Context: an optimization exercise on an open-source flow, tuned for small area, a short achievable clock period and few clock cycles per item. The choices shown serve that exercise and are no tape-out recipe.
Where RTL was checked, it was by simulation tests only, not by an equivalence proof against the original.
The RTL of run 2 was laid out without a check of its function.
Power is estimated from default activity; no workload was simulated.

### flow/design.v
package ahbl_pkg;
  localparam logic [1:0] HTRANS_IDLE   = 2'b00;
  localparam logic [1:0] HTRANS_BUSY   = 2'b01;
  localparam logic [1:0] HTRANS_NONSEQ = 2'b10;
  localparam logic [1:0] HTRANS_SEQ    = 2'b11;
  typedef enum logic [1:0] {
    StIdle = 2'd0,
    StFill = 2'd1,
    StResp = 2'd2
  } cache_state_e;
  function automatic logic htrans_active(input logic [1:0] htrans);
    case (htrans)
      HTRANS_NONSEQ, HTRANS_SEQ: htrans_active = 1'b1;
      HTRANS_IDLE, HTRANS_BUSY:  htrans_active = 1'b0;
      default:                   htrans_active = 1'b0;
    endcase
  endfunction
endpackage
module xip_line_cache_store #(
  parameter int unsigned NUM_LINES  = 16,
  parameter int unsigned LINE_WORDS = 4
) (
  input  logic                          clk_i,
  input  logic                          we_i,
  input  logic [NUM_LINES-1:0]          widx_i,    
  input  logic [LINE_WORDS-1:0]         wword_i,   
  input  logic [31:0]                   wdata_i,
  input  logic [$clog2(NUM_LINES)-1:0]  ridx_i,
  input  logic [$clog2(LINE_WORDS)-1:0] rword_i,
  output logic [31:0]                   rdata_o
);
  localparam int unsigned N = NUM_LINES * LINE_WORDS;
  logic [31:0] data_q [N];
  logic [N-1:0] rsel;
  for (genvar l = 0; l < NUM_LINES; l++) begin : g_line
    for (genvar w = 0; w < LINE_WORDS; w++) begin : g_word
      always_ff @(posedge clk_i) begin
        if (we_i & widx_i[l] & wword_i[w]) begin
          data_q[l * LINE_WORDS + w] <= wdata_i;
        end
      end
    end
  end
  assign rsel = N'(1) << {ridx_i, rword_i};
  always_comb begin
    rdata_o = '0;
    for (int k = 0; k < N; k++) begin
      rdata_o = rdata_o | (data_q[k] & {32{rsel[k]}});
    end
  end
endmodule
module xip_line_cache_ahbl #(
  parameter int unsigned NUM_LINES  = 16,
  parameter int unsigned LINE_WORDS = 4,
  parameter int unsigned ADDR_W     = 24
) (
  input  logic        HCLK,
  input  logic        HRESETn,
  input  logic        HSEL,
  input  logic [31:0] HADDR,
  input  logic [1:0]  HTRANS,
  input  logic        HWRITE,
  input  logic        HREADY,
  output logic        HREADYOUT,
  output logic [31:0] HRDATA,
  output logic        HRESP,
  output logic        M_HSEL,
  output logic [31:0] M_HADDR,
  output logic [1:0]  M_HTRANS,
  input  logic        M_HREADY,
  input  logic [31:0] M_HRDATA,
  input  logic        flush
);
  localparam int unsigned OFF_W  = $clog2(LINE_WORDS);
  localparam int unsigned IDX_W  = $clog2(NUM_LINES);
  localparam int unsigned TAG_W  = ADDR_W - OFF_W - IDX_W - 2;
  localparam int unsigned LINE_W = TAG_W + IDX_W;
  logic              accept, rd_raw, rd;
  logic [OFF_W-1:0]  a_word;
  logic [IDX_W-1:0]  a_idx;
  logic [TAG_W-1:0]  a_tag;
  logic [LINE_W-1:0] a_line;
  logic              unused_addr;
  assign unused_addr = ^{HADDR[31:ADDR_W], HADDR[1:0]};
  assign accept = HSEL & ahbl_pkg::htrans_active(HTRANS) & HREADY;
  assign rd_raw = HSEL & ahbl_pkg::htrans_active(HTRANS) & ~HWRITE;
  assign rd     = rd_raw & HREADY;
  assign a_word = HADDR[OFF_W+1:2];
  assign a_idx  = HADDR[OFF_W+IDX_W+1:OFF_W+2];
  assign a_tag  = HADDR[ADDR_W-1:OFF_W+IDX_W+2];
  assign a_line = HADDR[ADDR_W-1:OFF_W+2];
  logic [TAG_W-1:0]     tag_q [NUM_LINES];
  logic [NUM_LINES-1:0] valid_q;
  logic                  gen_q;
  logic [IDX_W-1:0]      cur_idx_q;
  logic [LINE_WORDS-1:0] arrived_q;
  logic                  m_act_q;
  logic [LINE_W-1:0]     m_line_q;
  logic [OFF_W-1:0]      m_word_q;
  logic                  m_gen_q;
  logic                  pend_q;      
  logic                  early_q;     
  logic                  dp_act_q;
  logic [OFF_W-1:0]      dp_word_q;
  logic [NUM_LINES-1:0]  dp_idx_oh_q;    
  logic [LINE_WORDS-1:0] dp_word_oh_q;
  logic                  dp_gen_q;
  logic                  wait_q;      
  logic [OFF_W-1:0]      wword_q;     
  logic [LINE_W-1:0]     line_q;      
  logic [31:0]           rdata_q;
  logic        tag_hit, arriving, bypass, word_ok, miss, m_free, fwd, early;
  logic [31:0] st_rdata;
  logic [NUM_LINES-1:0] line_match;
  for (genvar i = 0; i < NUM_LINES; i++) begin : g_match
    assign line_match[i] = valid_q[i] & (tag_q[i] == a_tag) & (a_idx == IDX_W'(i));
  end
  assign tag_hit  = (|line_match) & ~flush;
  assign arriving = M_HREADY & dp_act_q & (dp_gen_q == gen_q);
  assign bypass   = arriving & (cur_idx_q == a_idx) & (dp_word_q == a_word);
  assign word_ok  = (cur_idx_q != a_idx) | arrived_q[a_word] | bypass;
  assign miss     = rd & ~tag_hit;
  assign m_free   = ~m_act_q | (M_HREADY & (m_word_q == OFF_W'(LINE_WORDS - 1)));
  assign early    = fwd & rd_raw & ~tag_hit & m_free & ~pend_q;
  xip_line_cache_store #(
    .NUM_LINES  (NUM_LINES),
    .LINE_WORDS (LINE_WORDS)
  ) u_store (
    .clk_i   (HCLK),
    .we_i    (1'b1),
    .widx_i  (dp_idx_oh_q),
    .wword_i (dp_word_oh_q),
    .wdata_i (M_HRDATA),
    .ridx_i  (a_idx),
    .rword_i (a_word),
    .rdata_o (st_rdata)
  );
  always_ff @(posedge HCLK) begin
    if (rd) begin
      tag_q[a_idx] <= a_tag;
    end
  end
  always_ff @(posedge HCLK or negedge HRESETn) begin
    if (!HRESETn) begin
      valid_q <= '0;
    end else begin
      if (flush) begin
        valid_q <= '0;
      end
      if (rd) begin
        valid_q[a_idx] <= 1'b1;
      end
    end
  end
  assign fwd = wait_q & arriving & (dp_word_q == wword_q);
  always_ff @(posedge HCLK) begin
    rdata_q <= (wait_q | bypass) ? M_HRDATA : st_rdata;
    if (HREADY) begin
      line_q <= a_line;
    end
  end
  always_ff @(posedge HCLK or negedge HRESETn) begin
    if (!HRESETn) begin
      wait_q  <= 1'b0;
      wword_q <= '0;
    end else if (HREADY) begin
      wait_q  <= rd & ~(tag_hit & word_ok);
      wword_q <= a_word;
    end else if (fwd) begin
      wait_q  <= 1'b0;
    end
  end
  assign HREADYOUT = ~wait_q;
  assign HRDATA    = rdata_q;
  assign HRESP     = 1'b0;
  always_ff @(posedge HCLK or negedge HRESETn) begin
    if (!HRESETn) begin
      gen_q     <= 1'b0;
      cur_idx_q <= '0;
      arrived_q <= '1;
    end else if (miss) begin
      gen_q     <= ~gen_q;
      cur_idx_q <= a_idx;
      arrived_q <= '0;
    end else if (arriving) begin
      arrived_q[dp_word_q] <= 1'b1;
    end
  end
  always_ff @(posedge HCLK or negedge HRESETn) begin
    if (!HRESETn) begin
      m_act_q  <= 1'b0;
      m_word_q <= '0;
      m_gen_q  <= 1'b0;
      pend_q   <= 1'b0;
      early_q  <= 1'b0;
    end else begin
      early_q <= early;
      if (m_free) begin
        m_act_q  <= miss | pend_q | early;
        m_word_q <= '0;
        m_gen_q  <= pend_q ? gen_q : ~gen_q;
        pend_q   <= 1'b0;
      end else begin
        if (M_HREADY) begin
          m_word_q <= m_word_q + OFF_W'(1);
        end
        if (miss & ~early_q) begin
          pend_q <= 1'b1;
        end
      end
    end
  end
  always_ff @(posedge HCLK) begin
    if (m_free) begin
      m_line_q <= pend_q ? line_q : a_line;
    end
  end
  always_ff @(posedge HCLK or negedge HRESETn) begin
    if (!HRESETn) begin
      dp_act_q  <= 1'b0;
      dp_word_q <= '0;
      dp_gen_q  <= 1'b0;
      dp_idx_oh_q  <= '0;
      dp_word_oh_q <= '0;
    end else if (M_HREADY) begin
      dp_act_q  <= m_act_q;
      dp_word_q <= m_word_q;
      dp_gen_q  <= m_gen_q;
      dp_idx_oh_q  <= m_act_q ? NUM_LINES'(1) << m_line_q[IDX_W-1:0] : '0;
      dp_word_oh_q <= LINE_WORDS'(1) << m_word_q;
    end
  end
  assign M_HSEL   = m_act_q;
  assign M_HTRANS = m_act_q ? ahbl_pkg::HTRANS_NONSEQ : ahbl_pkg::HTRANS_IDLE;
  assign M_HADDR  = {{(32 - ADDR_W){1'b0}}, m_line_q, m_word_q, 2'b00};
endmodule
### flow/run.sh
#!/bin/bash
# synth_recipe.tcl (not shown) runs the flow's synth.tcl, then flattens the netlist and writes it again
# the make line also repeats each setting of config.mk as NAME=value (left out here)
make -C /OpenROAD-flow-scripts/flow DESIGN_CONFIG=/design/flow/config.mk WORK_HOME=/design/flow/orfs CLKGATE_MAP_FILE= SYNTH_SCRIPT=/design/flow/synth_recipe.tcl finish
### flow/config.mk
export PLATFORM = sky130hd
export DESIGN_NAME = xip_line_cache_ahbl
export DESIGN_NICKNAME = xip_line_cache_ahbl
export VERILOG_FILES = /design/flow/design.v
export SDC_FILE = /design/flow/constraint.sdc
export NUM_CORES = 4
export LEC_CHECK = 0
export ABC_CLOCK_PERIOD_IN_PS = 2500
export CAP_MARGIN = 20
export CORE_MARGIN = 2
export CORE_UTILIZATION = 40
export CTS_CLUSTER_DIAMETER = 80
export CTS_CLUSTER_SIZE = 30
export SETUP_SLACK_MARGIN = 3.0
export SLEW_MARGIN = 20
### flow/constraint.sdc
create_clock -name core_clock -period 5.5 [get_ports {HCLK}]
set_input_delay 1.1000 -clock core_clock [delete_from_list [all_inputs] [get_ports {HCLK}]]
set_output_delay 1.1000 -clock core_clock [all_outputs]
set_load 0.01 [all_outputs]
==> results.yml, run 1 <==
cts:
  cts.sinks: 2434
  cts_tree: "done"
  cts_made_buffers: 104
  root_buffer: "clkbuf_16"
  cts_buffer_depth: 3
  clk_pin_slew_ps: 110
  hold_buffers: 0
  htree_levels: 3
  insertion_delay_ps: 870
synthesis:
  synth-simple-area-share_pct: 5.91
  synthAdderAreaFrac_pct: 0.124
  synth.distinct_cells: 72
  netlist_area_um2: 90700
  yosysTopAreaCellShare_pct: 77.6
  synth_top_area_cell: "edfxtp_1"
  synthCells: 5216
  synth_seq_area_share_pct: 79.9
  synthXorXnorAreaFrac_pct: 2.61
  postSynthAreaPerCell_um2: 17.4
  synth_top_family_by_area: "compound AO/OA/AOI/OAI gates"
  synthArstFlopShare_pct: 2.38
  synth_edf_count: 2344
  muxShareOfSynthArea_pct: 0.555
  yosys_warnings: 3
  synth.area.top_cells: "edfxtp_1, a22oi_1, xor2_1"
  synth_seq_cells: 2434
  synth_compound_area_share_pct: 9.07
  ys.flop_type: "edfxtp_1"
die:
  core-area_um2: 225000
  die_area_um2: 230000
  io_pins: 142
  initial_core_util_pct: 40.3
  die_h_um: 480
  fp-row-count: 174
  die_x_um: 480
route:
  vias_per_cell: 6.66
  drt_iter0_drc: 12100
  wire_per_inst_um: 41.0
  drc_errors: 0
  detail-route-antenna-nets: 0
  num_vias: 59300
  wl_mm: 364
  firstDrtPassIters: 8
placement:
  dpl.cell_count: 8338
  dp_hpwl_mm: 190
  port-buffer-count: 118
  placed_cell_area_um2: 97400
  gp_congestion: 0.851
global_route:
  grt_pass1_vias: 53500
  grt_overflow: 0
  grt_max_degree: 66
  track_usage_pct: 30.2
  grt_pass1_wl_mm: 472
  grt_antenna_before_repair: 23
final_layout:
  final_common_cell: "edfxtp_1"
  final_cell_mix: "edfxtp_1, a22oi_1, buf_4"
  final_net_count: 5881
  drive_gt1_share_pct: 22.3
  area_growth_pct: 18.2
  fillers: 18700
  stdcell_area_um2: 107000
  layout.cells.non_filler: 8895
min_path:
  hp-class: "in2async"
sta:
  finalSetupViolCount: 0
  finClkSkew_ps: 95.2
  hold_viol_final: 0
  timing.final.max_slew_violations: 0
  rsz0062_at_grt: "yes"
  period_needed_ps: 2820
  fin_crit_sh_pct: 51.3
  worstMarginPinSlew_ps: 1260
  max-slew-margin-rel_pct: 16.1
  timing.fmax_mhz: 354
  tns_ps: 0
setup_path:
  crit_type: "in2reg"
  cp_max_fo: 7
  crit_path_start_kind: "input port"
  endpoint_kind: "register"
  cp.arrival_ps: 3610
  required_ps: 6290
run:
  max_cap_viol_count: 0
pwr:
  p_leak_nw: 34.5
  power.density_nw_per_um2: 330
  peakVddDrop_mv: 0.324
run_status:
  outcome: "complete, no violations"
## final timing paths
check | startpoint | endpoint | slack [ps] | depth (start not counted)
min reg2reg | early_q | pend_q | 420 | 1
min in group core_clock | early_q | pend_q | 420 | 1
max | HADDR[4] | rdata_q[7] | 2680 | 15
max in group asynchronous | HRESETn | m_act_q | 4430 | 2
min | HRESETn | valid_q[1] | 420 | 2
max reg2reg | tag_q[15][6] | cur_idx_q[1] | 2830 | 8
## power breakdown
group	internal [W]	total, W	switching, W
sequential	0.0214	0.0218	0.000397
combinational	0.000850	0.00323	0.00238
clock	0.00422	0.0104	0.00617
total	0.0264	0.0354	0.00895
## through the flow
| step | hold slack (ps) | total power, W | util [%] | setup WS, ps |
|---|---|---|---|---|
| after floorplan | 396 | 0.0232 | - | 2170 |
| after global placement | 407 | 0.0249 | 43.3 | 641 |
| after detailed placement | 412 | 0.0250 | 43.3 | 671 |
| after CTS | 426 | 0.0351 | 46.7 | 2610 |
| after global routing | 449 | 0.0360 | 47.6 | 2650 |
| final | 420 | 0.0354 | 47.6 | 2680 |
## registers in the layout (all words and copies together), names as in the netlist, 2 cells and up
register and cells:
arrived_q 4, cur_idx_q 4, dp_idx_oh_q 16, dp_word_oh_q 4, dp_word_q 2, line_q 20
m_line_q 20, m_word_q 2, rdata_q 32, tag_q 256, u_store.data_q 2048, valid_q 16
wword_q 2
## cells by family after synthesis
family          Yosys count
flops                  2434
compound gates         1100
simple gates           1036
buf+inv                 324
xor+xnor                270
mux                      42
fa+ha+maj                 9
other cells               1
## final cells by class
type | instances | area [µm²] | area share (%)
Inverter | 42 | 183 | 0.170
Clock inverter | 53 | 860 | 0.802
Multi-Input combinational cell | 2470 | 18800 | 17.5
Timing Repair Buffer | 746 | 8250 | 7.70
Clock buffer | 142 | 2820 | 2.63
Timing Repair inverter | 1 | 7.51 | 0.00700
Sequential cell | 2434 | 72500 | 67.7
Tap cell | 2992 | 3740 | 3.49
Antenna cell | 15 | 37.5 | 0.0350
## critical path, stage by stage
cell and delay [ps]:
buf_16 130, buf_12 150, buf_12 140, buf_6 110
or4_4 510, buf_6 170, nor2_4 200, buf_6 130
buf_12 130, buf_16 180, buf_12 140, a22oi_1 80
nand4_1 140, nor4_1 60, a31oi_1 200
## routing by layer
| metal | wire length (µm) | up-vias | track usage, % |
|---|---|---|---|
| met5 | 189 | - | 0 |
| met4 | 22200 | 20 | 14.9 |
| met3 | 58800 | 1088 | 9.22 |
| met2 | 156000 | 5719 | 44.3 |
| met1 | 127000 | 30300 | 40.9 |
| li1 | - | 22100 | - |
## synth_stat cells, types with 4 or more instances
master     instances
dfstp_2            4
edfxtp_1        2344
nor4bb_1           6
mux2_2            30
a22o_1             9
buf_1             21
mux2i_1            6
and2_1            51
nand3_1           33
nor2_1           203
nand4b_1          22
or2_2              4
a22oi_1          972
and4_1             8
nand2b_1          12
nor4_1            97
xnor2_1          110
o22ai_1           24
dfrtp_1           54
nand4bb_1          7
nand2_1          287
or4b_1             7
a221oi_1          14
buf_6              8
xor2_1           160
buf_4             54
a21oi_1           11
o21ai_0           25
inv_1             41
a31oi_1           11
dfxtp_1           32
buf_2            106
and3_1             7
ha_1               9
a222oi_1          11
mux2_4             4
or4_1             11
clkbuf_1          92
nand4_1          174
or3_1              7
nor3_1            77
## what timing repair did
item / in CTS / in global routing
setup buffers: 227 / 95
pin swaps: 119 / 115
cloned: 13 / 10
resized for setup: 600 / 189
endpoints found under the setup margin: 953 / 339
Testbench counts, summed over its fixed seeds: cycles 42,421, reads 24,000.
==> run 2, diff against run 1 <==
--- a/flow/design.v
+++ b/flow/design.v
@@ -127,7 +127,7 @@
     .LINE_WORDS (LINE_WORDS)
   ) u_store (
     .clk_i   (HCLK),
-    .we_i    (1'b1),
+    .we_i    (M_HREADY),
     .widx_i  (dp_idx_oh_q),
     .wword_i (dp_word_oh_q),
     .wdata_i (M_HRDATA),
==> run 2 against run 1 <==
Sequential share of layout area down 1.3 points; fmax down 0.26%; wire length up 6.9%; clock skew down 7.9 ps; critical path type unchanged; largest power group unchanged.
==> results.yml, run 2 <==
pwr:
  power.density_nw_per_um2: 318
  p_leak_nw: 34.7
  peakVddDrop_mv: 0.281
sta:
  max-slew-margin-rel_pct: 16.5
  rsz0062_at_grt: "yes"
  finClkSkew_ps: 87.3
  fin_crit_sh_pct: 51.4
  timing.final.max_slew_violations: 0
  hold_slack_ps: 400
  finalSetupViolCount: 0
  worstMarginPinSlew_ps: 1250
  period_needed_ps: 2830
  hold_viol_final: 0
  tns_ps: 0
  timing.fmax_mhz: 353
cts:
  root_buffer: "clkbuf_16"
  insertion_delay_ps: 880
  cts_tree: "done"
  cts_buffer_depth: 3
  cts.sinks: 2434
  htree_levels: 3
  clk_pin_slew_ps: 110
  cts_made_buffers: 109
die:
  die_x_um: 479
  core-area_um2: 224000
  initial_core_util_pct: 40.2
  io_pins: 142
  fp-row-count: 174
  die_h_um: 479
  die_area_um2: 229000
global_route:
  grt_pass1_wl_mm: 481
  grt_max_degree: 66
  grt_antenna_before_repair: 38
  grt_overflow: 0
  track_usage_pct: 31.1
  grt_pass1_vias: 53600
synthesis:
  yosys_warnings: 3
  synth.distinct_cells: 74
  synthArstFlopShare_pct: 2.38
  synth.most_common_cell: "edfxtp_1"
  postSynthAreaPerCell_um2: 18.1
  synth_seq_area_share_pct: 80.3
  yosysTopAreaCellShare_pct: 78.0
  synth.area.top_cells: "edfxtp_1, a22oi_1, xor2_1"
  synth_top_area_cell: "edfxtp_1"
  synth_edf_count: 2344
  synth_seq_cells: 2434
  netlist_area_um2: 90200
  synthTopCellsByCount: "edfxtp_1, a22oi_1, nand4_1"
  synthCells: 4991
  ys.flop_type: "edfxtp_1"
setup_path:
  path_buf_inv: 5
  path_cells: "buf_16 -> buf_16 -> buf_12 -> nand4b_1 -> buf_6 -> nor2_4 -> buf_4 -> a22oi_1 -> nand3_2 -> nor4_4 -> nand4_1 -> o32a_1"
  endpoint_kind: "register"
  required_ps: 6180
  max_stage_delay_ps: 400
  cp_max_fo: 7
  worstRegToRegCells: 2
  crit_type: "in2reg"
  worstReg2RegStart: "dp_word_oh_q[0]"
  reg2reg_to: "u_store.data_q[0][16]"
  cp.arrival_ps: 3510
  crit_slowest_cell: "nor4_4"
  cpLargestDelayFamily: "simple AND/OR/NAND/NOR gates"
  reg2reg_slack_ps: 2870
  crit_path_start_kind: "input port"
  critPathMostFrequentCell: "buf_16"
run_status:
  outcome: "complete, no violations"
route:
  num_vias: 60900
  wire_per_inst_um: 44.3
  firstDrtPassIters: 9
  detail-route-antenna-nets: 0
  wl_mm: 389
  drt_iter0_drc: 14000
  drc_errors: 0
  vias_per_cell: 6.93
final_layout:
  largest_reg_flops: 2048
  top_regs: "u_store.data_q: 2048 flops, tag_q: 256 flops, rdata_q: 32 flops"
  final_cell_mix: "edfxtp_1, a22oi_1, buf_4"
  final_common_cell: "edfxtp_1"
  final_net_count: 5757
  regMostFlops: "u_store.data_q"
  finish.utilization_pct: 48.7
  layout.cells.non_filler: 8781
  stdcell_area_um2: 109000
  drive_gt1_share_pct: 25.8
  area_growth_pct: 21.1
placement:
  placed_cell_area_um2: 97400
  port-buffer-count: 118
  gp_congestion: 0.849
  dp_hpwl_mm: 186
  dpl.cell_count: 8100
run:
  max_cap_viol_count: 0
min_path:
  hp-class: "in2async"
run 2: cell count changes after synthesis, moves of 12 or more:
cell      delta
nand3_1     +61
nor3_1      -41
nand4_1     +12
nor2_1      -62
buf_4       -17
a221oi_1   +133
and2_1      -49
a22oi_1    -291
a22o_1     +137
clkbuf_1    +27
a222oi_1    +15
and3_1      +69
nand2_1    -220
run 2: report_power, final:
group / leakage, nW / switching, W / total, W / internal, W
Combinational: 10.8 / 0.00190 / 0.00278 / 0.000884
Sequential: 22.1 / 0.000524 / 0.0215 / 0.0209
Clock: 1.79 / 0.00637 / 0.0105 / 0.00417
Total: 34.7 / 0.00879 / 0.0348 / 0.0260
run 2: area by class of cell:
cell class / instances / area (µm²)
Multi-Input combinational cell: 2280 / 19400
Clock buffer: 139 / 2900
Inverter: 43 / 174
Fill cell: 18300 / 115000
Sequential cell: 2434 / 72500
Clock inverter: 60 / 873
Tap cell: 2992 / 3740
Antenna cell: 26 / 65.1
Timing Repair Buffer: 807 / 9540
run 2: cells by family (layout without fill, tap and decap cells):
family,Yosys count,after routing,synth area share (%)
AO/OA/AOI/OAI,1106,1106,9.55
XOR/XNOR,271,271,2.63
adder cells (fa/ha/maj),9,9,0.125
buffers and inverters,328,1049,1.71
flip-flops,2434,2434,80.3
multiplexers,37,37,0.523
other,1,38,0.00416
AND/OR/NAND/NOR,805,845,5.13
run 2: per-layer routing:
layer	part of all wire, %	global-route usage, %
met1	33	41.6
met2	40	44.6
met3	18	10.4
met4	8.0	17.0
met5	0.23	0
run 2: how the worst max path moves through the flow:
stage,startpoint,endpoint,slack (ps),depth (start not counted)
2_1_floorplan,HADDR[5],cur_idx_q[0],2320,11
3_3_place_gp,HADDR[7],rdata_q[12],510,12
3_5_place_dp,HADDR[7],rdata_q[12],490,12
4_1_cts,HADDR[6],rdata_q[12],2720,13
5_1_grt,HADDR[4],rdata_q[12],2660,13
6_report,HADDR[5],rdata_q[4],2670,12
run 2: what timing repair did:
item | 4_1_cts | 5_1_grt
hold buffers | 0 | 0
pin swaps | 195 | 175
resized for setup | 640 | 219
setup buffers | 248 | 140
setup endpoints to repair | 784 | 1407
cloned | 25 | 41
run 2: metrics by stage:
stage          power [W]  setup WS [ps]
6_report          0.0348           2670
5_1_grt           0.0354           2660
4_1_cts           0.0342           2720
3_5_place_dp      0.0239            493
3_3_place_gp      0.0239            507
2_1_floorplan     0.0225           2320
==> run 3, diff against run 2 <==
--- a/flow/design.v
+++ b/flow/design.v
@@ -127,7 +127,7 @@
     .LINE_WORDS (LINE_WORDS)
   ) u_store (
     .clk_i   (HCLK),
-    .we_i    (M_HREADY),
+    .we_i    (1'b1),
     .widx_i  (dp_idx_oh_q),
     .wword_i (dp_word_oh_q),
     .wdata_i (M_HRDATA),
--- a/flow/config.mk
+++ b/flow/config.mk
@@ -5,11 +5,10 @@
 export SDC_FILE = /design/flow/constraint.sdc
 export NUM_CORES = 4
 export LEC_CHECK = 0
-export ABC_CLOCK_PERIOD_IN_PS = 2500
-export CAP_MARGIN = 20
+export CAP_MARGIN = 5
 export CORE_MARGIN = 2
 export CORE_UTILIZATION = 40
 export CTS_CLUSTER_DIAMETER = 80
 export CTS_CLUSTER_SIZE = 30
 export SETUP_SLACK_MARGIN = 3.0
-export SLEW_MARGIN = 20
+export SLEW_MARGIN = 5
==> run 3 against run 2 <==
Sequential cell count unchanged; clock-buffer cell count increased by 3; setup slack improved by 23 ps; global-route usage decreased by 0.66 points; clock skew increased by 9.2 ps; power increased by 1.7%; via count decreased by 2.7%; first-iteration DRC count decreased by 14%; non-clock buffer count decreased by 102; largest cell class unchanged; highest routed layer unchanged.
==> results.yml, run 3 <==
sta:
  finalSetupViolCount: 0
  fin_crit_sh_pct: 51.0
  worstMarginPinSlew_ps: 1310
  period_needed_ps: 2810
  max-slew-margin-rel_pct: 12.3
  timing.fmax_mhz: 356
  timing.final.max_slew_violations: 0
  hold_viol_final: 0
  fin_ws_ps: 2690
  rsz0062_at_grt: "yes"
  tns_ps: 0
  finClkSkew_ps: 96.5
cts:
  hold_buffers: 0
  cts_tree: "done"
  cts_made_buffers: 104
  htree_levels: 3
  insertion_delay_ps: 870
  cts_buffer_depth: 3
  cts.sinks: 2434
  root_buffer: "clkbuf_16"
  clk_pin_slew_ps: 100
pwr:
  power.density_nw_per_um2: 332
  peakVddDrop_mv: 0.323
  p_leak_nw: 34.2
  power_frac_seq_pct: 61.5
  internal-power_w: 0.0264
  comb_power_share_pct: 9.0
  p_sw_w: 0.00895
  clkPwrFrac_pct: 29.4
  p_sw_share_pct: 25.3
route:
  drt_iter0_drc: 12000
  num_vias: 59300
  wl_mm: 361
  firstDrtPassIters: 9
  vias_per_cell: 6.69
  detail-route-antenna-nets: 0
  wire_per_inst_um: 40.8
  drc_errors: 0
setup_path:
  crit_type: "in2reg"
  endpoint_kind: "register"
  max_stage_delay_ps: 410
  crit_path_start_kind: "input port"
  crit_slowest_cell: "nor4bb_2"
  cp_max_fo: 13
  cpLargestDelayFamily: "simple AND/OR/NAND/NOR gates"
  required_ps: 6190
  reg2reg_slack_ps: 2850
  cp.arrival_ps: 3500
  path_cells: "buf_12 -> bufbuf_16 -> nor4bb_2 -> nand4b_1 -> nor4_1 -> o2bb2a_1 -> and4b_4 -> a21oi_4 -> nor2_4 -> mux2_4"
  path_buf_inv: 2
synthesis:
  synthTopCellsByCount: "edfxtp_1, a22oi_1, nand2_1"
  yosys_warnings: 3
  netlist_area_um2: 90700
  synth_edf_count: 2344
  postSynthAreaPerCell_um2: 17.4
  synth.area.top_cells: "edfxtp_1, a22oi_1, xor2_1"
  synth_top_area_cell: "edfxtp_1"
  synthArstFlopShare_pct: 2.38
  synth_seq_cells: 2434
  synthCells: 5216
  synth.distinct_cells: 72
  synth_seq_area_share_pct: 79.9
  synth.most_common_cell: "edfxtp_1"
  yosysTopAreaCellShare_pct: 77.6
  ys.flop_type: "edfxtp_1"
final_layout:
  area_growth_pct: 17.5
  final_cell_mix: "edfxtp_1, a22oi_1, buf_4"
  multi_input_area_um2: 18600
  fillers: 18700
  drive_gt1_share_pct: 21.5
  largest_reg_flops: 2048
  regArea_um2: 72500
  final_common_cell: "edfxtp_1"
  regMostFlops: "u_store.data_q"
  top_regs: "u_store.data_q: 2048 flops, tag_q: 256 flops, rdata_q: 32 flops"
  final_net_count: 5840
die:
  io_pins: 142
  initial_core_util_pct: 40.3
  core-area_um2: 225000
  fp-row-count: 174
  die_area_um2: 230000
  die_x_um: 480
  die_h_um: 480
placement:
  port-buffer-count: 118
  dpl_worst_slack_ps: 676
  dp_hpwl_mm: 190
  gp_congestion: 0.851
global_route:
  grt_overflow: 0
  grt_pass1_vias: 53400
  grt_antenna_before_repair: 24
  grt_pass1_wl_mm: 474
  grt_max_degree: 66
  track_usage_pct: 30.4
run:
  max_cap_viol_count: 0
run_status:
  outcome: "complete, no violations"
min_path:
  hp-class: "reg2reg"
[run 3: changes by cell type after synthesis, sizes merged, moves of 12 or more]
cell / change
a221oi: -133
a222oi: -15
a22o: -137
a22oi: +291
and2: +48
and3: -69
buf: +23
clkbuf: -26
nand2: +219
nand3: -61
nand4: -12
nor2: +66
nor3: +36
[run 3: power groups by stage]
stage	Sequential, W	Clock (W)	Combinational [W]
6_report	0.0218	0.0104	0.00320
5_1_grt	0.0218	0.0109	0.00323
4_1_cts	0.0217	0.0104	0.00299
3_5_place_dp	0.0222	0	0.00281
3_3_place_gp	0.0221	0	0.00278
2_1_floorplan	0.0220	0	0.00111
[run 3: worst paths after layout]
path	startpoint	end	depth (start not counted)
max	HADDR[6]	cur_idx_q[1]	10
min reg2reg	early_q	pend_q	1
min	early_q	pend_q	1
max in group asynchronous	HRESETn	m_word_q[0]	2
max reg2reg	tag_q[15][6]	cur_idx_q[1]	8
min in group asynchronous	HRESETn	valid_q[1]	2
[run 3: repair_timing]
item | 4_1_cts | 5_1_grt
setup buffers | 240 | 49
gates cloned | 16 | 1
pin swaps | 128 | 104
endpoints found under the setup margin | 984 | 321
gates resized for setup | 613 | 158
[run 3: layout make-up]
class / count / share of cell area, %
antenna: 17 / 0.0399
multi-input combinational: 2470 / 17.5
tap: 2992 / 3.51
timing repair inverter: 1 / 0.00705
sequential: 2434 / 68.1
clock buffer: 142 / 2.64
inverter: 42 / 0.169
timing repair buffer: 705 / 7.27
clock inverter: 53 / 0.807
[run 3: logic make-up after synthesis]
family                   Yosys count  synth area share [%]
adder cells (fa/ha/maj)            9                 0.124
AO/OA/AOI/OAI                   1100                  9.07
multiplexers                      42                 0.555
other                              1               0.00414
AND/OR/NAND/NOR                 1036                  5.91
buffers and inverters            324                  1.78
XOR/XNOR                         270                  2.61
flip-flops                      2434                  79.9
[run 3: stage by stage]
stage	util, %	instances	instance area (µm²)	hold WS [ps]	total power [W]
2_1_floorplan	-	5227	91300	396	0.0232
3_3_place_gp	43.3	8338	97400	407	0.0249
3_5_place_dp	43.3	8338	97400	412	0.0250
4_1_cts	46.8	8789	105000	426	0.0351
5_1_grt	47.3	8842	107000	449	0.0360
6_report	47.3	8856	107000	421	0.0354
[run 3: layer usage]
layer	routed length, µm	GRT usage, %
met4	21700	15.1
met2	155000	44.5
met5	102	0
met1	127000	40.9
met3	57100	9.60
Testbench counts of run 3, summed over its fixed seeds: cycles 42,421, reads 24,000.
==> run 4, diff against run 3 <==
--- a/flow/config.mk
+++ b/flow/config.mk
@@ -12,3 +12,4 @@
 export CTS_CLUSTER_SIZE = 30
 export SETUP_SLACK_MARGIN = 3.0
 export SLEW_MARGIN = 5
+export TNS_END_PERCENT = 30
==> run 4 against run 3 <==
Clock-buffer cell count fell by 1; still clean on timing, DRC and antenna; clock skew decreased by 8.1 ps; setup slack lost 7.5 ps; global-route usage rose by 0.34 points; via count is 1.5% higher; critical endpoint is now rdata_q[1].
==> results.yml, run 4 <==
synthesis:
  yosysTopAreaCellShare_pct: 77.6
  synthAdderAreaFrac_pct: 0.124
  synth_compound_area_share_pct: 9.07
  netlist_area_um2: 90700
  synthTopCellsByCount: "edfxtp_1, a22oi_1, nand2_1"
  synth.most_common_cell: "edfxtp_1"
  synthArstFlopShare_pct: 2.38
  ys.flop_type: "edfxtp_1"
  synth_seq_area_share_pct: 79.9
  synth.distinct_cells: 72
  synthXorXnorAreaFrac_pct: 2.61
  synthCells: 5216
  synth.area.top_cells: "edfxtp_1, a22oi_1, xor2_1"
  synth_top_family_by_area: "compound AO/OA/AOI/OAI gates"
  synth_top_area_cell: "edfxtp_1"
  synth_edf_count: 2344
  postSynthAreaPerCell_um2: 17.4
  synth-simple-area-share_pct: 5.91
  muxShareOfSynthArea_pct: 0.555
  yosys_warnings: 3
  synth_seq_cells: 2434
route:
  num_vias: 60200
  wl_mm: 372
  drc_errors: 0
  firstDrtPassIters: 7
  vias_per_cell: 6.72
  detail-route-antenna-nets: 0
  drt_iter0_drc: 13300
  wire_per_inst_um: 41.5
sta:
  worstMarginPinSlew_ps: 1280
  finClkSkew_ps: 88.4
  hold_viol_final: 0
  max-slew-margin-rel_pct: 14.6
  tns_ps: 0
  timing.fmax_mhz: 355
  rsz0062_at_grt: "yes"
  finalSetupViolCount: 0
  timing.final.max_slew_violations: 0
  fin_ws_ps: 2690
  fin_crit_sh_pct: 51.2
  period_needed_ps: 2810
global_route:
  grt_pass1_wl_mm: 478
  track_usage_pct: 30.7
  grt_overflow: 0
  grt_antenna_before_repair: 33
  grt_max_degree: 66
  grt_pass1_vias: 53300
pwr:
  peakVddDrop_mv: 0.323
  p_leak_nw: 35.0
  power.density_nw_per_um2: 329
cts:
  clk_pin_slew_ps: 110
  cts_tree: "done"
  hold_buffers: 0
  insertion_delay_ps: 860
  root_buffer: "clkbuf_16"
  cts_buffer_depth: 3
  htree_levels: 3
  cts.sinks: 2434
  cts_made_buffers: 108
final_layout:
  area_growth_pct: 19.2
  regMostFlops: "u_store.data_q"
  top_regs: "u_store.data_q: 2048 flops, tag_q: 256 flops, rdata_q: 32 flops"
  drive_gt1_share_pct: 23.5
  fillers: 18600
  final_cell_mix: "edfxtp_1, a22oi_1, buf_4"
  largest_reg_flops: 2048
  finish.utilization_pct: 48.0
  regArea_um2: 72500
  final_net_count: 5933
  final_common_cell: "edfxtp_1"
  multi_input_area_um2: 18800
die:
  core-area_um2: 225000
  initial_core_util_pct: 40.3
  io_pins: 142
  die_x_um: 480
  fp-row-count: 174
  die_area_um2: 230000
  die_h_um: 480
setup_path:
  required_ps: 6260
  crit_path_start_kind: "input port"
  endpoint_kind: "register"
  critPathMostFrequentCell: "buf_12"
  path_buf_inv: 6
  crit_slowest_cell: "or4_4"
  max_stage_delay_ps: 620
  cp_max_fo: 8
  path_cells: "buf_16 -> buf_12 -> nand2_8 -> buf_12 -> buf_12 -> nor4_4 -> clkbuf_16 -> a222oi_1 -> nand3_1 -> or4_4 -> nor4_4 -> buf_4 -> a31oi_1"
  cpLargestDelayFamily: "simple AND/OR/NAND/NOR gates"
  crit_type: "in2reg"
  cp.arrival_ps: 3570
run:
  max_cap_viol_count: 0
placement:
  gp_congestion: 0.867
  dp_hpwl_mm: 195
  dpl_worst_slack_ps: 535
  port-buffer-count: 118
run_status:
  outcome: "complete, no violations"
min_path:
  hp-class: "reg2reg"
-- run 4: what timing repair did --
item / 4_1_cts / 5_1_grt
setup buffers: 240 / 103
setup endpoints to repair: 497 / 694
gates cloned: 15 / 10
pin swaps: 132 / 167
resized for setup: 622 / 271
-- run 4: worst paths after layout --
check | from | endpoint | slack (ps) | cells past startpoint
worst max-delay path | HADDR[6] | rdata_q[1] | 2690 | 13
worst min-delay path | early_q | pend_q | 440 | 1
worst max register to register | dp_word_oh_q[2] | u_store.data_q[58][17] | 2800 | 2
worst min register to register | early_q | pend_q | 440 | 1
max in group asynchronous | HRESETn | m_word_q[1] | 4420 | 2
min in group asynchronous | HRESETn | valid_q[0] | 460 | 2
-- run 4: cell type report --
class | instances | area share (%)
diodes | 23 | 0.0532
clock buffers | 141 | 2.69
clock inverters | 61 | 0.797
inverters | 42 | 0.161
multi-input cells | 2470 | 17.4
flip-flops and latches | 2434 | 67.1
well taps | 2992 | 3.46
repair buffers | 795 | 8.40
-- run 4: cell families after synthesis --
logic type,after synthesis
buffers and inverters,324
AOI/OAI and AO/OA,1100
xor gates and xnor gates,270
adders and majority gates,9
muxes,42
and+or+nand+nor,1036
other,1
DFF,2434
-- run 4: per-layer routing --
metal  track usage [%]  up-vias  share of wire [%]
met2              44.1     6015                 42
met5                 0        -              0.038
met1              41.2    30600                 35
li1                  -    22300                  -
met3              10.6     1279                 17
met4              16.0       20                6.6
-- run 4: stage by stage --
stage	cells	instance area [µm²]	hold WS [ps]	power [W]
after floorplan	5227	91200	396	0.0231
after global placement	8364	97400	403	0.0250
after detailed placement	8365	97500	425	0.0250
after CTS	8822	106000	446	0.0352
after global routing	8939	108000	461	0.0362
final	8958	108000	444	0.0356
-- run 4: worst reg2reg max path: stages, from the launching register on --
cell and delay [ps]:
dfrtp_1 720, and2_2 770, buf_4 800
-- run 4: report_power, final --
| group | total (W) | leakage (nW) | switching (W) | internal, W |
|---|---|---|---|---|
| registers | 0.0217 | 22.1 | 0.000352 | 0.0214 |
| clock network | 0.0105 | 1.80 | 0.00622 | 0.00427 |
| logic | 0.00338 | 11.0 | 0.00249 | 0.000896 |
| total | 0.0356 | 35.0 | 0.00906 | 0.0265 |
==> run 5, diff against run 4 <==
--- a/flow/config.mk
+++ b/flow/config.mk
@@ -5,11 +5,11 @@
 export SDC_FILE = /design/flow/constraint.sdc
 export NUM_CORES = 4
 export LEC_CHECK = 0
-export CAP_MARGIN = 5
+export CAP_MARGIN = 20
 export CORE_MARGIN = 2
 export CORE_UTILIZATION = 40
 export CTS_CLUSTER_DIAMETER = 80
 export CTS_CLUSTER_SIZE = 30
+export PLACE_DENSITY = 0.72
 export SETUP_SLACK_MARGIN = 3.0
-export SLEW_MARGIN = 5
-export TNS_END_PERCENT = 30
+export SLEW_MARGIN = 20
==> run 5 against run 4 <==
Still clean on timing, DRC and antenna; first-iteration DRC count grew 14%; clock skew shrank 34 ps; register-to-register slack gained 90 ps; fmax shrank 7.1%; sequential share of layout area grew 0.57 points; clock power shrank 9%; sequential power is essentially flat; via count grew 2.5%; combinational power shrank 3%; die area is the same; largest power group unchanged.
==> results.yml, run 5 <==
run_status:
  outcome: "complete, no violations"
die:
  die_area_um2: 230000
  die_x_um: 480
  core-area_um2: 225000
  fp-row-count: 174
  initial_core_util_pct: 40.3
  io_pins: 142
  die_h_um: 480
min_path:
  min_to: "pend_q"
  hp-class: "reg2reg"
  min-delay-start: "early_q"
  min_path_cells: 1
setup_path:
  worstRegToRegCells: 2
  crit_type: "in2reg"
  cp_max_fo: 6
  required_ps: 6220
  path_cells: "buf_12 -> buf_12 -> buf_12 -> buf_8 -> buf_6 -> nand4b_1 -> buf_6 -> nor2_4 -> buf_12 -> a22oi_1 -> nand4_1 -> nor4_4 -> a41oi_2 -> buf_6"
  endpoint_kind: "register"
  reg2reg_to: "u_store.data_q[13][2]"
  cp.arrival_ps: 3750
  max_stage_delay_ps: 480
  path_buf_inv: 8
  cpLargestDelayFamily: "buffers and inverters"
  reg2reg_slack_ps: 2890
  critPathMostFrequentCell: "buf_12"
  crit_path_start_kind: "input port"
  crit_slowest_cell: "nor4_4"
  worstReg2RegStart: "dp_word_oh_q[1]"
sta:
  timing.fmax_mhz: 330
  finClkSkew_ps: 54.6
  timing.final.max_slew_violations: 0
  finalSetupViolCount: 0
  fin_ws_ps: 2470
  hold_slack_ps: 411
  hold_viol_final: 0
  period_needed_ps: 3030
  worstMarginPinSlew_ps: 1300
  rsz0062_at_grt: "yes"
  fin_crit_sh_pct: 55.1
  max-slew-margin-rel_pct: 13.1
  tns_ps: 0
route:
  top_layer_used: "met5"
  drt_iter0_drc: 15200
  detail-route-antenna-nets: 0
  firstDrtPassIters: 13
  drc_errors: 0
  wl_met3_mm: 76.4
  m1WireLength_mm: 109
  route.met2.wl_mm: 143
  num_vias: 61700
  wire_per_inst_um: 40.9
  wl_mm: 363
  vias_per_cell: 6.95
cts:
  htree_levels: 3
  cts_buffer_depth: 3
  cts.sinks: 2434
  cts_made_buffers: 101
  root_buffer: "clkbuf_16"
  clk_pin_slew_ps: 100
  insertion_delay_ps: 820
  cts_tree: "done"
  hold_buffers: 0
synthesis:
  netlist_area_um2: 90700
  synthCells: 5216
  synth_top_area_cell: "edfxtp_1"
  synth.most_common_cell: "edfxtp_1"
  ys.flop_type: "edfxtp_1"
  yosys_warnings: 3
  postSynthAreaPerCell_um2: 17.4
  synth_seq_cells: 2434
  synth.distinct_cells: 72
  yosysTopAreaCellShare_pct: 77.6
  synthTopCellsByCount: "edfxtp_1, a22oi_1, nand2_1"
  synthArstFlopShare_pct: 2.38
  synth.area.top_cells: "edfxtp_1, a22oi_1, xor2_1"
  synth_seq_area_share_pct: 79.9
  synth_edf_count: 2344
global_route:
  grt_max_degree: 66
  grt_overflow: 0
  grt_antenna_before_repair: 42
  grt_pass1_vias: 54900
  track_usage_pct: 30.2
  grt_pass1_wl_mm: 473
run:
  max_cap_viol_count: 0
final_layout:
  finish.utilization_pct: 47.6
  top_regs: "u_store.data_q: 2048 flops, tag_q: 256 flops, rdata_q: 32 flops"
  multi_input_area_um2: 19000
  fillers: 18100
  final_common_cell: "edfxtp_1"
  regArea_um2: 72500
  largest_reg_flops: 2048
  area_growth_pct: 18.2
  stdcell_area_um2: 107000
  final_net_count: 5854
  drive_gt1_share_pct: 22.2
  regMostFlops: "u_store.data_q"
  final_cell_mix: "edfxtp_1, a22oi_1, buf_4"
placement:
  gp_congestion: 0.888
  dp_hpwl_mm: 182
  placed_cell_area_um2: 97400
  port-buffer-count: 118
  dpl_worst_slack_ps: 510
pwr:
  peakVddDrop_mv: 0.244
  power.density_nw_per_um2: 323
  p_leak_nw: 34.3
## run 5: cell types whose count changed in the layout (fill, tap and decap cells not counted), sizes merged, moves of 2 or more
cell           previous run  this run
clkinvlp                  7         5
diode                    23        35
clkinv                   30        15
inv                      60        55
clkdlybuf4s15             6        11
buf                     767       689
bufinv                    6         1
bufbuf                    4         6
clkbuf                  152       162
## run 5: worst max path at each step
stage | from | endpoint | cells past startpoint
2_1_floorplan | HADDR[5] | cur_idx_q[0] | 12
3_3_place_gp | HADDR[5] | rdata_q[25] | 9
3_5_place_dp | HADDR[5] | rdata_q[25] | 9
4_1_cts | HADDR[4] | cur_idx_q[1] | 12
5_1_grt | HADDR[4] | rdata_q[1] | 14
6_report | HADDR[4] | rdata_q[11] | 14
## run 5: logic make-up (layout without fill, tap and decap cells)
family,after synthesis,in the layout,synth area share [%]
buffers and inverters,324,950,1.78
other,1,47,0.00414
AOI/OAI and AO/OA,1100,1100,9.07
DFF,2434,2434,79.9
adders and majority gates,9,9,0.124
and+or+nand+nor,1036,1038,5.91
muxes,42,42,0.555
xor gates and xnor gates,270,270,2.61
## run 5: area by class of cell
type                            count  share of cell area [%]
Timing Repair Buffer              722                    7.96
Inverter                           42                   0.174
Multi-Input combinational cell   2471                    17.7
Clock buffer                      152                    2.56
Sequential cell                  2434                    67.6
Tap cell                         2992                    3.49
Clock inverter                     34                   0.399
Antenna cell                       35                  0.0817
## run 5: worst register-to-register path: stages, from the launching register on
cell and delay (ps):
dfrtp_1 740, and2_2 830, buf_4 680
## run 5: per-layer routing
| layer | GRT usage, % | vias to the layer above |
|---|---|---|
| li1 | - | 22100 |
| met1 | 37.0 | 29800 |
| met2 | 40.9 | 7558 |
| met3 | 16.0 | 2122 |
| met4 | 20.0 | 48 |
| met5 | 0.601 | - |
## run 5: where the power goes
part	total [W]	internal [W]	switching [W]
logic	0.00328	0.000836	0.00244
registers	0.0218	0.0214	0.000415
clock network	0.00954	0.00370	0.00585
total	0.0346	0.0259	0.00870
## run 5: metrics by stage
stage          cells  power, W
3_5_place_dp    8324    0.0249
5_1_grt         8857    0.0351
2_1_floorplan   5227    0.0232
6_report        8882    0.0346
4_1_cts         8786    0.0341
3_3_place_gp    8323    0.0249
## run 5: repair_timing
| item | in CTS | in global routing |
|---|---|---|
| pin swaps | 154 | 170 |
| resized for setup | 604 | 214 |
| gates cloned | 30 | 4 |
| hold endpoints to repair | 0 | 0 |
| setup endpoints to repair | 656 | 408 |
| setup buffers | 246 | 54 |
==> run 6, diff against run 5 <==
--- a/flow/config.mk
+++ b/flow/config.mk
@@ -5,11 +5,10 @@
 export SDC_FILE = /design/flow/constraint.sdc
 export NUM_CORES = 4
 export LEC_CHECK = 0
-export CAP_MARGIN = 20
+export CAP_MARGIN = 0
 export CORE_MARGIN = 2
 export CORE_UTILIZATION = 40
 export CTS_CLUSTER_DIAMETER = 80
 export CTS_CLUSTER_SIZE = 30
-export PLACE_DENSITY = 0.72
 export SETUP_SLACK_MARGIN = 3.0
-export SLEW_MARGIN = 20
+export SLEW_MARGIN = 0
==> run 6 against run 5 <==
Hold slack improved by 9.5 ps; critical endpoint is now cur_idx_q[1]; largest power group unchanged; synthesized cell count did not move; still clean; sequential share of layout area grew 0.42 points.
==> results.yml, run 6 <==
synthesis:
  synthTopCellsByCount: "edfxtp_1, a22oi_1, nand2_1"
  yosysTopAreaCellShare_pct: 77.6
  netlist_area_um2: 90700
  synth.area.top_cells: "edfxtp_1, a22oi_1, xor2_1"
  synthArstFlopShare_pct: 2.38
  ys.flop_type: "edfxtp_1"
  synth_edf_count: 2344
  postSynthAreaPerCell_um2: 17.4
  synth_top_area_cell: "edfxtp_1"
  synthCells: 5216
  synth_seq_area_share_pct: 79.9
  yosys_warnings: 3
  synth_seq_cells: 2434
  synth.distinct_cells: 72
  synth.most_common_cell: "edfxtp_1"
global_route:
  grt_pass1_vias: 53400
  grt_pass1_wl_mm: 474
  track_usage_pct: 30.4
  grt_overflow: 0
  grt_max_degree: 66
  grt_antenna_before_repair: 24
route:
  detail-route-antenna-nets: 0
  drc_errors: 0
  wl_mm: 361
  vias_per_cell: 6.69
  wire_per_inst_um: 40.8
  drt_iter0_drc: 12000
  firstDrtPassIters: 9
  num_vias: 59300
sta:
  timing.final.max_slew_violations: 0
  tns_ps: 0
  hold_slack_ps: 421
  fin_ws_ps: 2690
  rsz0062_at_grt: "yes"
  max-slew-margin-rel_pct: 12.3
  finalSetupViolCount: 0
  timing.fmax_mhz: 356
  hold_viol_final: 0
  finClkSkew_ps: 96.5
  fin_crit_sh_pct: 51.0
  period_needed_ps: 2810
  worstMarginPinSlew_ps: 1310
pwr:
  peakVddDrop_mv: 0.323
  power.density_nw_per_um2: 332
  p_leak_nw: 34.2
setup_path:
  endpoint_kind: "register"
  crit_type: "in2reg"
  crit_start: "HADDR[6]"
  path_cells: "buf_12 -> bufbuf_16 -> nor4bb_2 -> nand4b_1 -> nor4_1 -> o2bb2a_1 -> and4b_4 -> a21oi_4 -> nor2_4 -> mux2_4"
  worstRegToRegCells: 8
  cp.arrival_ps: 3500
  cp_max_fo: 13
  reg2reg_slack_ps: 2850
  crit_path_start_kind: "input port"
  required_ps: 6190
  worstReg2RegStart: "tag_q[15][6]"
  reg2reg_to: "cur_idx_q[1]"
  crit_slowest_cell: "nor4bb_2"
  max_stage_delay_ps: 410
run:
  max_cap_viol_count: 0
final_layout:
  fillers: 18700
  layout.cells.non_filler: 8856
  drive_gt1_share_pct: 21.5
  final_net_count: 5840
  regMostFlops: "u_store.data_q"
  multi_input_area_um2: 18600
  area_growth_pct: 17.5
  final_cell_mix: "edfxtp_1, a22oi_1, buf_4"
  largest_reg_flops: 2048
  regArea_um2: 72500
  top_regs: "u_store.data_q: 2048 flops, tag_q: 256 flops, rdata_q: 32 flops"
  final_common_cell: "edfxtp_1"
die:
  die_x_um: 480
  die_h_um: 480
  fp-row-count: 174
  die_area_um2: 230000
  io_pins: 142
  core-area_um2: 225000
  initial_core_util_pct: 40.3
cts:
  clk_pin_slew_ps: 100
  cts.sinks: 2434
  cts_tree: "done"
  cts_made_buffers: 104
  insertion_delay_ps: 870
  cts_buffer_depth: 3
  htree_levels: 3
  root_buffer: "clkbuf_16"
min_path:
  min_to: "pend_q"
  min-delay-start: "early_q"
  min_path_cells: 1
  hp-class: "reg2reg"
placement:
  dp_hpwl_mm: 190
  dpl.cell_count: 8338
  dpl_worst_slack_ps: 676
  gp_congestion: 0.851
  port-buffer-count: 118
run_status:
  outcome: "complete, no violations"
-- run 6: cell types whose count changed in the layout (fill, tap and decap cells not counted), moves of 7 or more --
cell | previous run | this run
bufinv_16 | 1 | 8
and2_4 | 25 | 36
clkbuf_1 | 48 | 32
a22oi_2 | 86 | 48
nor3_1 | 42 | 50
and2_2 | 24 | 13
diode_2 | 35 | 17
buf_16 | 30 | 17
buf_2 | 59 | 71
a22oi_1 | 886 | 924
buf_4 | 339 | 358
buf_12 | 152 | 131
-- run 6: kinds of logic after synthesis --
family	synth area share, %
flip-flops	79.9
AO/OA/AOI/OAI	9.07
AND/OR/NAND/NOR	5.91
buffers and inverters	1.78
XOR/XNOR	2.61
multiplexers	0.555
adder cells (fa/ha/maj)	0.124
other	0.00414
-- run 6: cell type report --
type | instances | share of cell area, %
diodes | 17 | 0.0399
repair inverters | 1 | 0.00705
inverters | 42 | 0.169
clock buffers | 142 | 2.64
multi-input cells | 2470 | 17.5
well taps | 2992 | 3.51
repair buffers | 705 | 7.27
clock inverters | 53 | 0.807
flip-flops and latches | 2434 | 68.1
-- run 6: layer usage --
metal	track usage, %	routed length, µm
met3	9.60	57100
met1	40.9	127000
met5	0	102
met4	15.1	21700
met2	44.5	155000
-- run 6: where the power goes --
group / switching (W) / internal (W) / leakage [nW]
Sequential: 0.000396 / 0.0214 / 22.1
Combinational: 0.00237 / 0.000833 / 10.3
Clock: 0.00619 / 0.00423 / 1.75
Total: 0.00895 / 0.0264 / 34.2
-- run 6: timing repair --
item,in CTS,in global routing
pin swaps,128,104
setup buffers,240,49
resized for setup,613,158
cloned,16,1
setup endpoints to repair,984,321
hold buffers,0,0
-- run 6: worst max path at each step --
stage / to / slack, ps / cells after the start
final: cur_idx_q[1] / 2690 / 10
after global routing: cur_idx_q[1] / 2650 / 11
after CTS: rdata_q[16] / 2610 / 8
after detailed placement: rdata_q[16] / 680 / 9
after global placement: rdata_q[16] / 640 / 9
after floorplan: cur_idx_q[0] / 2170 / 12
-- run 6: through the flow --
stage	utilization, %	area, µm²	power [W]
after floorplan	-	91300	0.0232
after global placement	43.3	97400	0.0249
after detailed placement	43.3	97400	0.0250
after CTS	46.8	105000	0.0351
after global routing	47.3	107000	0.0360
final	47.3	107000	0.0354
-- run 6: worst max-delay path: cells and delay by family --
family	cells	cell delay, ps
multiplexers	1	310
buffers and inverters	2	420
AO/OA/AOI/OAI	2	480
AND/OR/NAND/NOR	5	1180
==> run 7, diff against run 6 <==
--- a/flow/config.mk
+++ b/flow/config.mk
@@ -5,10 +5,10 @@
 export SDC_FILE = /design/flow/constraint.sdc
 export NUM_CORES = 4
 export LEC_CHECK = 0
-export CAP_MARGIN = 0
+export CAP_MARGIN = 5
 export CORE_MARGIN = 2
 export CORE_UTILIZATION = 40
 export CTS_CLUSTER_DIAMETER = 80
 export CTS_CLUSTER_SIZE = 30
-export SETUP_SLACK_MARGIN = 3.0
-export SLEW_MARGIN = 0
+export SETUP_SLACK_MARGIN = 3.2
+export SLEW_MARGIN = 5
==> run 7 against run 6 <==
Sequential power barely moved; global-route usage is essentially flat; clock power is essentially flat; wire length up 0.37%; power increased by 1.1%; first-iteration DRC count shrank 5.0%; die area unchanged; hold slack worse by 9.9 ps; setup slack worse by 220 ps; clock-buffer cell count up 1; clock skew fell by 13 ps; highest routed layer unchanged.
==> results.yml, run 7 <==
run_status:
  outcome: "complete, no violations"
die:
  die_x_um: 480
  die_area_um2: 230000
  io_pins: 142
  die_h_um: 480
  core-area_um2: 225000
  fp-row-count: 174
  initial_core_util_pct: 40.3
cts:
  htree_levels: 3
  cts_tree: "done"
  insertion_delay_ps: 860
  hold_buffers: 0
  cts.sinks: 2434
  cts_made_buffers: 109
  clk_pin_slew_ps: 110
  cts_buffer_depth: 3
  root_buffer: "clkbuf_16"
setup_path:
  cpLargestDelayFamily: "buffers and inverters"
  crit_slowest_cell: "or4b_4"
  crit_start: "HADDR[5]"
  path_cells: "buf_12 -> buf_12 -> buf_4 -> buf_6 -> buf_8 -> or4b_4 -> buf_6 -> nor2_4 -> buf_6 -> buf_12 -> buf_12 -> buf_12 -> buf_8 -> a22oi_2 -> nand2_1 -> nor3_2 -> nand4_1 -> nor2_1 -> nor2_1"
  critPathMostFrequentCell: "buf_12"
  crit_type: "in2reg"
  crit_path_start_kind: "input port"
  crit_cells: 19
  cp.arrival_ps: 3810
  endpoint_kind: "register"
  max_stage_delay_ps: 630
  worstReg2RegStart: "gen_q"
  cp_max_fo: 6
  path_buf_inv: 11
  worstRegToRegCells: 8
  crit_end: "rdata_q[3]"
  reg2reg_slack_ps: 2920
  required_ps: 6280
  reg2reg_to: "rdata_q[28]"
route:
  drc_errors: 0
  firstDrtPassIters: 6
  wl_mm: 362
  vias_per_cell: 6.63
  num_vias: 59000
  drt_iter0_drc: 11400
  detail-route-antenna-nets: 0
  wire_per_inst_um: 40.7
min_path:
  hp-class: "in2async"
synthesis:
  synth_seq_cells: 2434
  synth.area.top_cells: "edfxtp_1, a22oi_1, xor2_1"
  synthArstFlopShare_pct: 2.38
  ys.flop_type: "edfxtp_1"
  synth.most_common_cell: "edfxtp_1"
  synthCells: 5216
  synthTopCellsByCount: "edfxtp_1, a22oi_1, nand2_1"
  postSynthAreaPerCell_um2: 17.4
  synth_edf_count: 2344
  synth_top_area_cell: "edfxtp_1"
  synth.distinct_cells: 72
  synth_seq_area_share_pct: 79.9
  yosys_warnings: 3
  netlist_area_um2: 90700
  yosysTopAreaCellShare_pct: 77.6
global_route:
  grt_max_degree: 66
  grt_pass1_wl_mm: 475
  grt_pass1_vias: 53200
  track_usage_pct: 30.4
  grt_overflow: 0
  grt_antenna_before_repair: 33
sta:
  tns_ps: 0
  hold_viol_final: 0
  rsz0062_at_grt: "yes"
  max-slew-margin-rel_pct: 11.8
  timing.fmax_mhz: 330
  period_needed_ps: 3030
  finClkSkew_ps: 83.7
  timing.final.max_slew_violations: 0
  finalSetupViolCount: 0
  worstMarginPinSlew_ps: 1320
  fin_crit_sh_pct: 55.1
final_layout:
  regMostFlops: "u_store.data_q"
  stdcell_area_um2: 107000
  layout.cells.non_filler: 8900
  final_net_count: 5878
  fillers: 18800
  top_regs: "u_store.data_q: 2048 flops, tag_q: 256 flops, rdata_q: 32 flops"
  final_cell_mix: "edfxtp_1, a22oi_1, buf_4"
  final_common_cell: "edfxtp_1"
  area_growth_pct: 18.1
  drive_gt1_share_pct: 22.5
  largest_reg_flops: 2048
pwr:
  power_frac_seq_pct: 60.9
  p_sw_share_pct: 25.4
  power.density_nw_per_um2: 334
  comb_power_share_pct: 9.3
  clkPwrFrac_pct: 29.8
  p_leak_nw: 34.5
  peakVddDrop_mv: 0.353
  p_sw_w: 0.00910
  internal-power_w: 0.0267
placement:
  dp_hpwl_mm: 189
  dpl.cell_count: 8348
  placed_cell_area_um2: 97600
  port-buffer-count: 118
  gp_congestion: 0.859
run:
  max_cap_viol_count: 0
==> run 7: changes by cell type in the layout (fill, tap and decap cells not counted), moves of 4 or more <==
cell       change
buf_4         +33
buf_2         -13
clkinv_8       +5
dfxtp_1       -13
clkbuf_16      +7
and2_4         +4
buf_12         -4
nor2_4         +4
buf_6         +24
inv_8          +9
dfxtp_2       +16
==> run 7: cells by family after synthesis <==
| kind of cell | count (synthesis) | synth area share [%] |
|---|---|---|
| multiplexers | 42 | 0.555 |
| buffers and inverters | 324 | 1.78 |
| AO/OA/AOI/OAI | 1100 | 9.07 |
| AND/OR/NAND/NOR | 1036 | 5.91 |
| other | 1 | 0.00414 |
| flip-flops | 2434 | 79.9 |
| adder cells (fa/ha/maj) | 9 | 0.124 |
| XOR/XNOR | 270 | 2.61 |
==> run 7: timing repair <==
action / in CTS / in global routing
cloned: 14 / 2
buffers inserted: 262 / 51
gates resized for setup: 674 / 142
pin swaps: 169 / 130
endpoints found under the setup margin: 945 / 241
==> run 7: layout make-up <==
cell class / instances / area (µm²) / share of cell area (%)
inverters: 42 / 174 / 0.162
clock inverters: 61 / 960 / 0.896
multi-input cells: 2471 / 18700 / 17.5
flip-flops and latches: 2434 / 72500 / 67.7
well taps: 2992 / 3740 / 3.50
repair inverters: 1 / 7.51 / 0.00701
clock buffers: 143 / 2930 / 2.73
repair buffers: 737 / 7980 / 7.45
diodes: 19 / 47.5 / 0.0444
==> run 7: worst reg2reg max path: stages, from the launching register on <==
cell and delay (ps):
dfrtp_1 430, xnor2_1 180, nand3_1 240, nor3_2 380
nand2_1 140, nand2_4 440, buf_4 330, nor2_1 80
a31oi_1 250
==> run 7: worst min-delay path by stage <==
stage                         start      endpoint  slack [ps]  cells after the start
final                       HRESETn  cur_idx_q[2]         410                      2
after global placement      early_q        pend_q         400                      1
after floorplan             early_q        pend_q         400                      1
after global routing      HADDR[15]  tag_q[13][7]         450                      1
after detailed placement    early_q        pend_q         410                      1
after CTS                   HRESETn    valid_q[0]         400                      2
==> run 7: power by group through the flow <==
stage / clock (W) / combinational, W / sequential [W]
6_report: 0.0107 / 0.00333 / 0.0218
3_3_place_gp: 0 / 0.00281 / 0.0221
4_1_cts: 0.0107 / 0.00312 / 0.0218
5_1_grt: 0.0113 / 0.00335 / 0.0218
2_1_floorplan: 0 / 0.00111 / 0.0220
3_5_place_dp: 0 / 0.00283 / 0.0222
==> run 7: layer usage <==
layer	vias to the layer above	global-route usage, %	part of all wire (%)
li1	22200	-	-
met4	24	17.4	7.3
met5	-	0	0.044
met1	30100	39.3	34
met3	1275	8.82	15
met2	5485	46.0	44
==> run 7: per-stage QoR <==
step	hold slack (ps)	power (W)	setup slack (ps)	util [%]
after floorplan	396	0.0232	2170	-
after global placement	402	0.0250	505	43.3
after detailed placement	408	0.0250	426	43.3
after CTS	404	0.0355	2520	47.0
after global routing	448	0.0364	2470	47.6
final	411	0.0358	2470	47.6
==> run 8, diff against run 7 <==
--- a/flow/config.mk
+++ b/flow/config.mk
@@ -7,8 +7,8 @@
 export LEC_CHECK = 0
 export CAP_MARGIN = 5
 export CORE_MARGIN = 2
-export CORE_UTILIZATION = 40
+export CORE_UTILIZATION = 43
 export CTS_CLUSTER_DIAMETER = 80
 export CTS_CLUSTER_SIZE = 30
-export SETUP_SLACK_MARGIN = 3.2
+export SETUP_SLACK_MARGIN = 3.0
 export SLEW_MARGIN = 5
==> run 8 against run 7 <==
Largest power group unchanged; setup slack gained 230 ps; highest routed layer unchanged; critical path type unchanged; still clean; final cell count fell by 2.2%; first-iteration DRC count rose by 15%; via count grew 0.26%; global-route usage is 2.2 points higher; hold slack better by 17 ps.
==> results.yml, run 8 <==
synthesis:
  synth.most_common_cell: "edfxtp_1"
  synthArstFlopShare_pct: 2.38
  yosys_warnings: 3
  netlist_area_um2: 90700
  synthTopCellsByCount: "edfxtp_1, a22oi_1, nand2_1"
  synth_seq_cells: 2434
  synth_edf_count: 2344
  synth.distinct_cells: 72
  ys.flop_type: "edfxtp_1"
  synth.area.top_cells: "edfxtp_1, a22oi_1, xor2_1"
  yosysTopAreaCellShare_pct: 77.6
  synth_top_area_cell: "edfxtp_1"
  postSynthAreaPerCell_um2: 17.4
  synthCells: 5216
  synth_seq_area_share_pct: 79.9
die:
  io_pins: 142
  fp-row-count: 168
  die_area_um2: 215000
  die_h_um: 463
  initial_core_util_pct: 43.3
  core-area_um2: 210000
  die_x_um: 463
final_layout:
  area_growth_pct: 18.3
  final_common_cell: "edfxtp_1"
  finish.utilization_pct: 51.2
  top_regs: "u_store.data_q: 2048 flops, tag_q: 256 flops, rdata_q: 32 flops"
  final_cell_mix: "edfxtp_1, a22oi_1, buf_4"
  final_net_count: 5875
  largest_reg_flops: 2048
  regMostFlops: "u_store.data_q"
  drive_gt1_share_pct: 22.9
setup_path:
  cpLargestDelayFamily: "simple AND/OR/NAND/NOR gates"
  crit_path_start_kind: "input port"
  required_ps: 6240
  max_stage_delay_ps: 340
  crit_type: "in2reg"
  path_cells: "buf_12 -> buf_12 -> buf_8 -> buf_4 -> nand4bb_4 -> buf_6 -> nor2_4 -> buf_6 -> a22oi_2 -> nand2_1 -> nor4_2 -> nand4_1 -> nor2_2 -> nor2_1"
  cp.arrival_ps: 3540
  path_buf_inv: 6
  crit_slowest_cell: "a22oi_2"
  endpoint_kind: "register"
  cp_max_fo: 17
sta:
  period_needed_ps: 2800
  finalSetupViolCount: 0
  rsz0062_at_grt: "yes"
  max-slew-margin-rel_pct: 9.94
  tns_ps: 0
  finClkSkew_ps: 57.8
  fin_crit_sh_pct: 51.0
  timing.fmax_mhz: 357
  timing.final.max_slew_violations: 0
  worstMarginPinSlew_ps: 1350
  hold_viol_final: 0
cts:
  insertion_delay_ps: 840
  root_buffer: "clkbuf_16"
  cts_buffer_depth: 3
  htree_levels: 3
  cts_made_buffers: 110
  cts_tree: "done"
  hold_buffers: 0
  clk_pin_slew_ps: 120
  cts.sinks: 2434
route:
  wl_met3_mm: 61.7
  drt_iter0_drc: 13200
  num_vias: 59200
  wl_mm: 365
  top_layer_used: "met5"
  drc_errors: 0
  detail-route-antenna-nets: 0
  m1WireLength_mm: 126
  route.met2.wl_mm: 154
  firstDrtPassIters: 9
  vias_per_cell: 6.80
  wire_per_inst_um: 42.0
global_route:
  grt_pass1_wl_mm: 475
  track_usage_pct: 32.6
  grt_max_degree: 66
  grt_overflow: 0
  grt_pass1_vias: 53000
  grt_antenna_before_repair: 24
placement:
  dp_hpwl_mm: 192
  gp_congestion: 0.865
  port-buffer-count: 118
pwr:
  peakVddDrop_mv: 0.256
  p_leak_nw: 34.6
  power.density_nw_per_um2: 334
run_status:
  outcome: "complete, no violations"
run:
  max_cap_viol_count: 0
min_path:
  hp-class: "in2async"
run 8: cell counts after synthesis:
Identical to the previous run, type by type.
run 8: worst register-to-register path: cells and delay by family (launching register included):
family	cells	cell delay [ps]
flops	1	340
buf+inv	3	970
simple gates	1	900
run 8: worst paths after layout:
path | slack (ps) | endpoint | startpoint | cells past startpoint
setup / recovery | 2700 | rdata_q[22] | HADDR[4] | 14
hold / removal | 430 | dp_idx_oh_q[0] | HRESETn | 2
setup reg to reg | 2910 | u_store.data_q[15][14] | dp_word_oh_q[3] | 4
hold reg to reg | 430 | pend_q | early_q | 1
max in group asynchronous | 4500 | m_act_q | HRESETn | 2
min in group core_clock | 430 | pend_q | early_q | 1
run 8: final cells by class:
cell class,instances,area [µm²]
Tap cell,2805,3510
Inverter,42,174
Multi-Input combinational cell,2470,18900
Antenna cell,9,22.5
Timing Repair Buffer,735,8270
Fill cell,16800,102000
Clock inverter,71,975
Sequential cell,2434,72500
Clock buffer,137,2940
run 8: cells by family (layout without fill, tap and decap cells):
logic type,Yosys count,after routing,synth area share [%]
DFF,2434,2434,79.9
and+or+nand+nor,1036,1037,5.91
xor gates and xnor gates,270,270,2.61
muxes,42,42,0.555
other,1,21,0.00414
adders and majority gates,9,9,0.124
buffers and inverters,324,985,1.78
AOI/OAI and AO/OA,1100,1100,9.07
run 8: power breakdown:
group / total, W / leakage (nW) / switching (W) / internal [W]
sequential: 0.0217 / 22.1 / 0.000348 / 0.0214
clock: 0.0108 / 1.87 / 0.00626 / 0.00451
combinational: 0.00335 / 10.6 / 0.00248 / 0.000870
total: 0.0358 / 34.6 / 0.00909 / 0.0267
run 8: timing repair:
action	in CTS	in global routing
gates resized for setup	689	219
gates cloned	8	8
endpoints found under the hold margin	0	0
endpoints found under the setup margin	738	202
buffers inserted	228	96
pin swaps	131	175
run 8: layer usage:
| layer | vias up | track usage, % |
|---|---|---|
| li1 | 22100 | - |
| met1 | 30100 | 44.7 |
| met2 | 5774 | 46.9 |
| met3 | 1167 | 10.6 |
| met4 | 19 | 15.8 |
| met5 | - | 0 |
run 8: per-stage QoR:
step / setup WS (ps) / hold WS (ps) / cell area [µm²] / instances / total power [W]
4_1_cts: 2720 / 427 / 105000 / 8590 / 0.0355
3_3_place_gp: 525 / 402 / 97000 / 8146 / 0.0250
6_report: 2700 / 428 / 107000 / 8703 / 0.0358
3_5_place_dp: 534 / 414 / 97000 / 8146 / 0.0250
2_1_floorplan: 2170 / 396 / 91300 / 5227 / 0.0232
5_1_grt: 2700 / 435 / 107000 / 8698 / 0.0365

## separate check: timing with driven ports
The flow's constraints put no driver on any port. The routed layouts listed below were extracted and timed again, unchanged, in two steps. Step 1, drivers: a clkbuf_16 drives HCLK and a buf_2 each remaining input, both assumed. Step 2 also shifts input and output timing later by t, the mid clock arrival at the registers, as if the neighbouring blocks saw the same clock. a / b / c = no drivers / after step 1 / after step 2; a / b = the first two.
run | t, ns | setup WS [ns]
run 1 | 0.926 | 2.678 / 2.700 / 1.773
run 2 | 0.925 | 2.670 / 2.643 / 1.718
run 3 | 0.941 | 2.693 / 2.704 / 1.764
run 4 | 0.907 | 2.686 / 2.612 / 1.705
run 5 | 0.887 | 2.469 / 2.520 / 1.633
run 6 | 0.941 | 2.693 / 2.704 / 1.764
run 7 | 0.920 | 2.471 / 2.522 / 1.602
run 8 | 0.901 | 2.697 / 2.702 / 1.801
After both steps setup and hold are still met in every run listed.
